Context: an optimization exercise on an open-source flow, tuned for small area, a short achievable clock period and few clock cycles per item. The choices shown serve that exercise and are no tape-out recipe. Where RTL was checked, it was by simulation tests only, not by an equivalence proof against the original. No activity file was given, so power comes from the tool's default toggle rates.

==> inputs of 04-01 <==
==> flow/design.v (excerpt) <==
module text_full_justify_top (
	input  wire logic       clk,
	input  wire logic       arst_n,
	input  wire logic       cfg_we,
	input  wire logic [5:0] cfg_wdata,
	input  wire logic       in_valid,
	output logic            in_ready,
	input  wire logic [7:0] in_byte,
	input  wire logic       in_byte_valid,
	input  wire logic       in_word_end,
	input  wire logic       in_text_end,
	output logic            out_valid,
	input  wire logic       out_ready,
	output logic [7:0]      out_byte,
	output logic            out_line_last,
	output logic            out_word_cut
);
clock: 7.0 ns
lec_check: 0
abc_clock_period_in_ps: 2600
cap_margin: 20
core_margin: 2
core_utilization: 70
cts_cluster_diameter: 70
cts_cluster_size: 24
setup_slack_margin: 4.5
slew_margin: 20
run.sh (not shown) runs the stock make flow with config.mk's settings and CLKGATE_MAP_FILE= SYNTH_SCRIPT=/design/flow/synth_recipe.tcl, a recipe that flattens the netlist after the stock synthesis.
==> inputs of 07-20, as changes to 04-01 <==
--- a/flow/design.v
+++ b/flow/design.v
@@ -276,14 +276,15 @@
 	logic       b_ovf;
 	logic       b_ne;     
 	logic       b_brk;    
 	logic       b_tep;    
 	logic [5:0] len_q;    
 	logic [4:0] n_q;      
 	logic       cut_q;
+	logic [5:0] rp1_q;    
 	logic       le_q;     
 	logic       dst_q;
 	logic [2:0] dcnt_q;
 	logic [4:0] ds_q;
 	logic [3:0] dr_q;
 	logic       nl_v;
 	logic [5:0] nl_len;
@@ -337,23 +338,24 @@
 	assign b_v_d    = xfer || (b_v && !b_cons);
 	assign gaps = n_q[3:0] - 4'd1;
 	assign t5   = {dr_q, ds_q[4]};
 	assign qbit = t5 >= {1'b0, gaps};
 	always_ff @(posedge clk or negedge arst_n) begin
 		if (!arst_n) begin
 			w_q     <= tfj_pkg::WIDTH_RESET;
-			rdy_q   <= 1'b0;
+			rdy_q   <= 1'b1;
 			it_v    <= 1'b0;
 			wlc_q   <= 6'd0;
 			wfull_q <= 1'b0;
 			ovf_q   <= 1'b0;
 			b_v     <= 1'b0;
 			len_q   <= 6'd0;
 			n_q     <= 5'd0;
 			cut_q   <= 1'b0;
+			rp1_q   <= 6'd0;
 			le_q    <= 1'b1;
 			dst_q   <= 1'b0;
 			dcnt_q  <= 3'd0;
 			nl_v    <= 1'b0;
 		end else begin
 			if (cfg_we) begin
 				if (cfg_wdata == 6'd0) begin
@@ -383,14 +385,15 @@
 			end
 			b_v <= b_v_d;
 			if (b_proc && b_ne) begin
 				len_q <= add_len;
 				n_q   <= (b_fresh ? 5'd0 : n_q) + 5'd1;
 				le_q  <= 1'b0;
 				cut_q <= add_cut;
+				rp1_q <= b_fresh ? (w_q - b_wl) : (rp1_q + ~b_wl);
 			end
 			if (b_proc && !b_brk && b_tep) begin
 				len_q <= 6'd0;
 				n_q   <= 5'd0;
 				le_q  <= 1'b1;
 				cut_q <= 1'b0;
 			end
@@ -415,15 +418,15 @@
 			it_cl <= in_cl;
 			it_te <= in_text_end;
 		end
 		if (xfer) begin
 			b_wl  <= wlc_new;
 			b_ovf <= ovf_q || (it_bv && wfull_q);
 			b_ne  <= ne_new;
-			b_brk <= ne_new && !le_q && ({1'b0, len_q} + {2'b0, n_q} + {1'b0, wlc_new} > {1'b0, w_q} || n_q[4]);
+			b_brk <= ne_new && !le_q && (wlc_new >= rp1_q || n_q[4]);
 			b_tep <= it_te && (ne_new || !le_q);
 		end else if (b_proc && b_brk) begin
 			b_wl  <= 6'd0;
 			b_ovf <= 1'b0;
 			b_ne  <= 1'b0;
 			b_brk <= 1'b0;
 		end
CORE_UTILIZATION = 60   (was 70)
CTS_CLUSTER_DIAMETER = 100   (was 70)
CTS_CLUSTER_SIZE = 30   (was 24)
SETUP_SLACK_MARGIN = 4.4   (was 4.5)
==> comparison <==
07-20 passed the timing, design-rule and antenna checks. 04-01 produced a clean layout. Against 07-20, the global-route usage of 04-01 is higher by 3.5 points. In 04-01 the combinational power is higher than in 07-20, by about 1%. Against 04-01, the routed wire length of 07-20 is higher by about 5%. Of 07-20 and 04-01, 04-01 has the higher via count (gap about 1%, measured against 04-01). Area after synthesis is about the same in 04-01 and 07-20. Non-clock buffer count is the same in 07-20 and 04-01.
==> figures <==
metric                                                                                       04-01       07-20
Inverter count of the layout excluding clock inverters                                          59          61
Number of vias after detailed routing                                                        17300       17100
Result of the run                                                 no timing/DRC/antenna violations  no timing/DRC/antenna violations
Worst ir drop on vdd                                                                    0.000283 V  0.000283 V
Synthesis-stage register bit count                                                             747         753
Final Worst Setup Slack                                                                    3.44 ns     4.30 ns
Share of cell area taken by muxes after synthesis                                            11.4%       11.3%
Number of DRC markers after the initial detailed-route iteration                              2245        2062
Path type of the worst setup path                                                          reg2reg     reg2out
Number of non-filler instances in the completed layout                                        2568        2644
Static power due to leakage                                                                11.9 nW     11.7 nW
Post-synthesis share of cell area spent on full adders, half adders and majority gates       2.59%       2.47%
Share of flip-flops with an asynchronous set or reset                                        11.5%       12.2%
Testbench counts of 07-20, summed over its fixed seeds: cycles 14,959, bytes 14,730.
No functional check of the RTL was part of 04-01.

[what the ideal ports hide]
No port has a modelled driver above. Below, the same layouts with a new extraction and two added sets of constraints.
Step 1 assumes that a clkbuf_16 drives the clock port and a buf_2 every other input.
Step 2 also shifts input and output timing later by t, the mid clock arrival at the registers, as if the neighbouring blocks saw the same clock.
a / b / c = no drivers / after step 1 / after step 2; a / b = the first two.
run	shift t [ns]	setup slack, ns	worst register clock-pin slew, ns	cell pins on the clock port's net
04-01	0.645	3.435 / 3.435 / 3.435	0.10 / 0.10	1
07-20	0.697	4.303 / 4.241 / 4.187	0.12 / 0.12	1
After both steps every run listed still meets setup and hold. The setup slack of 07-20, which loses most, moves by -0.062 ns with the drivers and by -0.116 ns with both steps. Setup slack includes reset recovery checks.
